Source: an optimization exercise on an open RTL-to-GDS flow (aim: small area, a short achievable clock period and few clock cycles). Production flows keep margins and buffers that such runs may drop.
Power is estimated from default activity; no workload was simulated.

==> flow/design.v <==
`default_nettype none
module hkre_xlate (
  input  logic [6:0] code_i,
  output logic [7:0] scan_o
);
  localparam logic [1023:0] Table = {
    8'h00, 8'h8A, 8'h00, 8'h00, 8'h00, 8'h00, 8'h00, 8'h00,
    8'h8D, 8'h74, 8'h7C, 8'h7D, 8'hA4, 8'hA3, 8'hA2, 8'hA1,
    8'h83, 8'h82, 8'h81, 8'h80, 8'h7D, 8'h7C, 8'h74, 8'h73,
    8'hF5, 8'h00, 8'hB1, 8'hF7, 8'h94, 8'h92, 8'h9F, 8'h9E,
    8'h9D, 8'h9B, 8'h9A, 8'h99, 8'h98, 8'h97, 8'h96, 8'h95,
    8'h9C, 8'hA4, 8'hA3, 8'hA2, 8'hA1, 8'hAA, 8'hA9, 8'hA7,
    8'hA8, 8'h8F, 8'h8D, 8'h8C, 8'h8E, 8'h8A, 8'h8B, 8'hB0,
    8'h7D, 8'h7C, 8'h72, 8'h71, 8'h68, 8'h67, 8'h66, 8'h65,
    8'h64, 8'h5A, 8'h59, 8'h58, 8'h57, 8'h56, 8'h00, 8'hF3,
    8'hED, 8'hFB, 8'hBF, 8'hE8, 8'hF2, 8'hBF, 8'hF7, 8'hF6,
    8'hFA, 8'hF5, 8'hF9, 8'hD4, 8'hBE, 8'hBC, 8'h71, 8'hBD,
    8'hEF, 8'hEA, 8'hE5, 8'hE0, 8'hDB, 8'hD6, 8'hD0, 8'hCB,
    8'hC5, 8'hC0, 8'hC3, 8'hDC, 8'hC8, 8'hC6, 8'hD3, 8'hE1,
    8'hD7, 8'hC7, 8'hD1, 8'hC1, 8'hF0, 8'hEB, 8'hDE, 8'hE3,
    8'hEC, 8'hE7, 8'hE2, 8'hE6, 8'hDD, 8'hD8, 8'hD2, 8'hCC,
    8'hCD, 8'hCE, 8'hD9, 8'hC2, 8'h00, 8'h00, 8'h00, 8'h00
  };
  assign scan_o = Table[{code_i, 3'b000} +: 8];
endmodule
`default_nettype wire
`default_nettype none
module hid_keyboard_report_to_key_events_core (
  input  logic        clk_i,
  input  logic        rst_ni,
  input  logic        in_valid_i,
  output logic        in_stall_o,
  input  logic [55:0] in_data_i,
  output logic        out_valid_o,
  input  logic        out_stall_i,
  output logic [9:0]  out_data_o
);
  logic [5:0][7:0] pk;       
  logic [5:0][7:0] cur_q;    
  logic [5:0][7:0] held_q;   
  logic            cv_q;     
  logic [1:0]      s_q;      
  logic [5:0]      fp_q;     
  logic [5:0]      fc_q;     
  logic [2:0]      mod_q;    
  logic [1:0]      ph_q;     
  logic [11:0]     km_q;     
  logic [11:0]     low_q;    
  logic            t_v;      
  logic [6:0]      t_key;    
  logic            t_val;    
  logic            t_last;   
  logic            stall_q;
  logic            ov_q;
  logic [9:0]      out_q;
  logic            advance;
  logic            accept;
  logic            step;
  logic            consume;
  logic [2:0]      in_mod;
  logic [5:0]      pz;       
  logic [5:0]      cz;       
  logic [5:0]      e0;       
  logic [5:0]      e1;       
  logic [5:0]      e2;       
  logic [5:0]      fp_n;
  logic [5:0]      fc_n;
  logic [11:0]     km_new;
  logic [11:0]     km_n;
  logic [11:0]     low_n;
  logic [11:0]     rest;
  logic [11:0]     low_k;
  logic [11:0]     low_r;
  logic [11:0]     seen_k;   
  logic [11:0]     seen_r;   
  logic [5:0]      low_cur;  
  logic [6:0]      sel_key;
  logic [7:0]      t_code;
  logic [1:0]      s_n;
  logic [1:0]      ph_n;
  assign advance = !ov_q || !out_stall_i;
  assign accept  = in_valid_i && !stall_q;
  assign step    = in_valid_i && (s_q != 2'd2);
  assign consume = advance && (km_q != '0) && (t_v ? (ph_q == 2'd0) : (ph_q == 2'd3));
  assign in_mod[0] = |(in_data_i[55:48] & 8'h22);
  assign in_mod[1] = |(in_data_i[55:48] & 8'h11);
  assign in_mod[2] = |(in_data_i[55:48] & 8'h44);
  for (genvar i = 0; i < 6; i++) begin : g_slot
    assign pk[i] = in_data_i[47-8*i -: 8];
    assign pz[i] = pk[i][7] || (pk[i][6:2] == 5'h00) || (pk[i][6:0] == 7'h39) ||
                   (pk[i][6:0] == 7'h66) || ((pk[i][6:3] == 4'hF) && (pk[i][2:0] != 3'h6));
    assign cz[i] = cur_q[i][7] || (cur_q[i][6:2] == 5'h00) || (cur_q[i][6:0] == 7'h39) ||
                   (cur_q[i][6:0] == 7'h66) || ((cur_q[i][6:3] == 4'hF) && (cur_q[i][2:0] != 3'h6));
    assign e0[i] = pk[i] == cur_q[i];
    assign e1[i] = pk[i] == cur_q[(i+1)%6];
    assign e2[i] = pk[i] == cur_q[(i+2)%6];
    assign fp_n[i] = (fp_q[i] && s_q != 2'd0) || e0[i] || e1[i] || e2[i];
    assign fc_n[i] = (fc_q[i] && s_q != 2'd0) || e0[i] || e1[(i+5)%6] || e2[(i+4)%6];
    assign km_new[2*i]   = cv_q && !cz[i] && !fc_q[i];
    assign km_new[2*i+1] = !pz[i] && !(cv_q && fp_q[i]);
  end
  always_comb begin
    for (int m = 0; m < 6; m++) begin
      low_cur[m] = (s_q == 2'd1) ? low_q[2*((m+3)%6)+1] : low_q[2*m+1];
    end
    sel_key = '0;
    for (int i = 0; i < 6; i++) begin
      sel_key = sel_key | ({7{low_q[2*i]}} & held_q[i][6:0])
                        | ({7{low_cur[i]}} & cur_q[i][6:0]);
    end
  end
  assign rest = km_q & ~low_q;
  assign km_n = consume ? rest : km_q;
  assign seen_k[0] = 1'b0;
  assign seen_r[0] = 1'b0;
  for (genvar i = 0; i < 12; i++) begin : g_low
    assign low_k[i] = km_q[i] && !seen_k[i];
    assign low_r[i] = rest[i] && !seen_r[i];
    if (i < 11) begin : g_seen
      assign seen_k[i+1] = seen_k[i] || km_q[i];
      assign seen_r[i+1] = seen_r[i] || rest[i];
    end
  end
  assign low_n = consume ? low_r : low_k;
  hkre_xlate u_xlate (.code_i(t_key), .scan_o(t_code));
  assign s_n  = step ? s_q + 2'd1 : s_q;
  assign ph_n = (advance && !t_v && ph_q != 2'd0) ? ph_q + 2'd1 : ph_q;
  always_ff @(posedge clk_i or negedge rst_ni) begin
    if (!rst_ni) begin
      cv_q    <= 1'b0;
      s_q     <= 2'd0;
      stall_q <= 1'b0;
      ph_q    <= 2'd0;
      km_q    <= '0;
      t_v     <= 1'b0;
      ov_q    <= 1'b0;
    end else begin
      if (accept) begin
        cv_q    <= 1'b1;
        s_q     <= 2'd0;
        stall_q <= 1'b1;
        km_q    <= km_new;
        ph_q    <= (advance && !t_v) ? 2'd2 : 2'd1;
      end else begin
        s_q     <= s_n;
        stall_q <= !((ph_n == 2'd0) && ((consume ? rest : km_q) == '0) && (!cv_q || s_n == 2'd2));
        km_q    <= km_n;
        ph_q    <= ph_n;
      end
      if (advance) begin
        ov_q <= (ph_q != 2'd0) || t_v || accept;
        t_v  <= consume;
      end
    end
  end
  always_ff @(posedge clk_i) begin
    if (accept) begin
      cur_q <= pk;
      mod_q <= in_mod;
    end else if (step) begin
      fp_q  <= fp_n;
      fc_q  <= {fc_n[2:0], fc_n[5:3]};
      cur_q <= {cur_q[2:0], cur_q[5:3]};
    end
    if (!stall_q) held_q <= cur_q;
    low_q <= low_n;
    if (consume) begin
      t_key  <= sel_key;
      t_val  <= |(low_q & 12'b1010_1010_1010);
      t_last <= rest == '0;
    end
    if (advance) begin
      if (t_v) begin
        out_q <= {t_code, t_val, t_last};
      end else begin
        case (ph_q)
          2'd1:    out_q <= {8'hAE, mod_q[0], 1'b0};
          2'd2:    out_q <= {8'hAF, mod_q[1], 1'b0};
          2'd3:    out_q <= {8'hB1, mod_q[2], km_q == '0};
          default: out_q <= {8'hAE, in_mod[0], 1'b0};
        endcase
      end
    end
  end
  assign in_stall_o  = stall_q;
  assign out_valid_o = ov_q;
  assign out_data_o  = out_q;
endmodule
`default_nettype wire
make LEC_CHECK=0 ABC_CLOCK_PERIOD_IN_PS=2500 CAP_MARGIN=20 CORE_MARGIN=2 CORE_UTILIZATION=40 SETUP_SLACK_MARGIN=2.5 SLEW_MARGIN=20 finish   # period 5.0 ns
run.sh (not shown) runs the stock make flow with config.mk's settings and CLKGATE_MAP_FILE= SYNTH_SCRIPT=/design/flow/synth_recipe.tcl, a recipe that flattens the netlist after the stock synthesis.
The baseline ran to the end with no violations.
==> next run, changes <==
--- a/flow/config.mk
+++ b/flow/config.mk
@@ -8 +8 @@
-export ABC_CLOCK_PERIOD_IN_PS = 2500
+export ABC_CLOCK_PERIOD_IN_PS = 2000
@@ -12 +12 @@
-export SETUP_SLACK_MARGIN = 2.5
+export SETUP_SLACK_MARGIN = 3.0
The new run passed the timing, DRC and antenna checks.
Cell count increases by 3.5%.
Register-to-register slack improved by 0.24 ns.
Non-clock buffer count increases by 53.
==> next run, changes <==
--- a/flow/config.mk
+++ b/flow/config.mk
@@ -8 +8 @@
-export ABC_CLOCK_PERIOD_IN_PS = 2000
+export ABC_CLOCK_PERIOD_IN_PS = 2300
@@ -12 +12 @@
-export SETUP_SLACK_MARGIN = 3.0
+export SETUP_SLACK_MARGIN = 2.7
- sequential power stays flat
- count of clock-buffer cells in the layout is higher by 2
- fmax is lower by 1.1%
==> next run, changes <==
--- a/flow/config.mk
+++ b/flow/config.mk
@@ -7,0 +8 @@
+export ABC_AREA = 1
Result: The new run completed without violations; synthesized cell count rose by roughly a tenth; first-iteration DRC count rose by a few percent; hold slack degrades by 0.023 ns; utilization fell by 1.3 points.
Function was not checked in any run of this note: the RTL went through the layout flow alone.

[port drivers added, routing unchanged]
How much do the figures lean on ideal ports? The routed layouts below were timed once more, with nothing changed but the port constraints.
Step 1 sets driving cells, clkbuf_16 on the clock port and buf_2 on the other inputs (assumed; they add their load-dependent delay and slew).
Step 2 also shifts input and output timing later by t, the mid clock arrival at the registers, as if the neighbouring blocks saw the same clock.
Slacks: no drivers / after step 1 / after step 2; pairs: no drivers / after step 1.
run	shift t [ns]	setup WS [ns]	worst register clock-pin slew, ns	worst data-port slew with drivers (ns)	cell pins on the clock port's net
the first run	0.479	2.469 / 2.469 / 2.064	0.07 / 0.07	0.04	1
the second run	0.468	2.708 / 2.708 / 2.527	0.07 / 0.07	0.05	1
the third run	0.478	2.683 / 2.683 / 2.250	0.07 / 0.07	0.04	1
the fourth run	0.488	2.673 / 2.697 / 2.209	0.08 / 0.08	0.07	1
After both steps setup and hold are still met in every run listed. The setup slack of the fourth run, which loses most, moves by +0.024 ns with the drivers and by -0.464 ns with both steps.
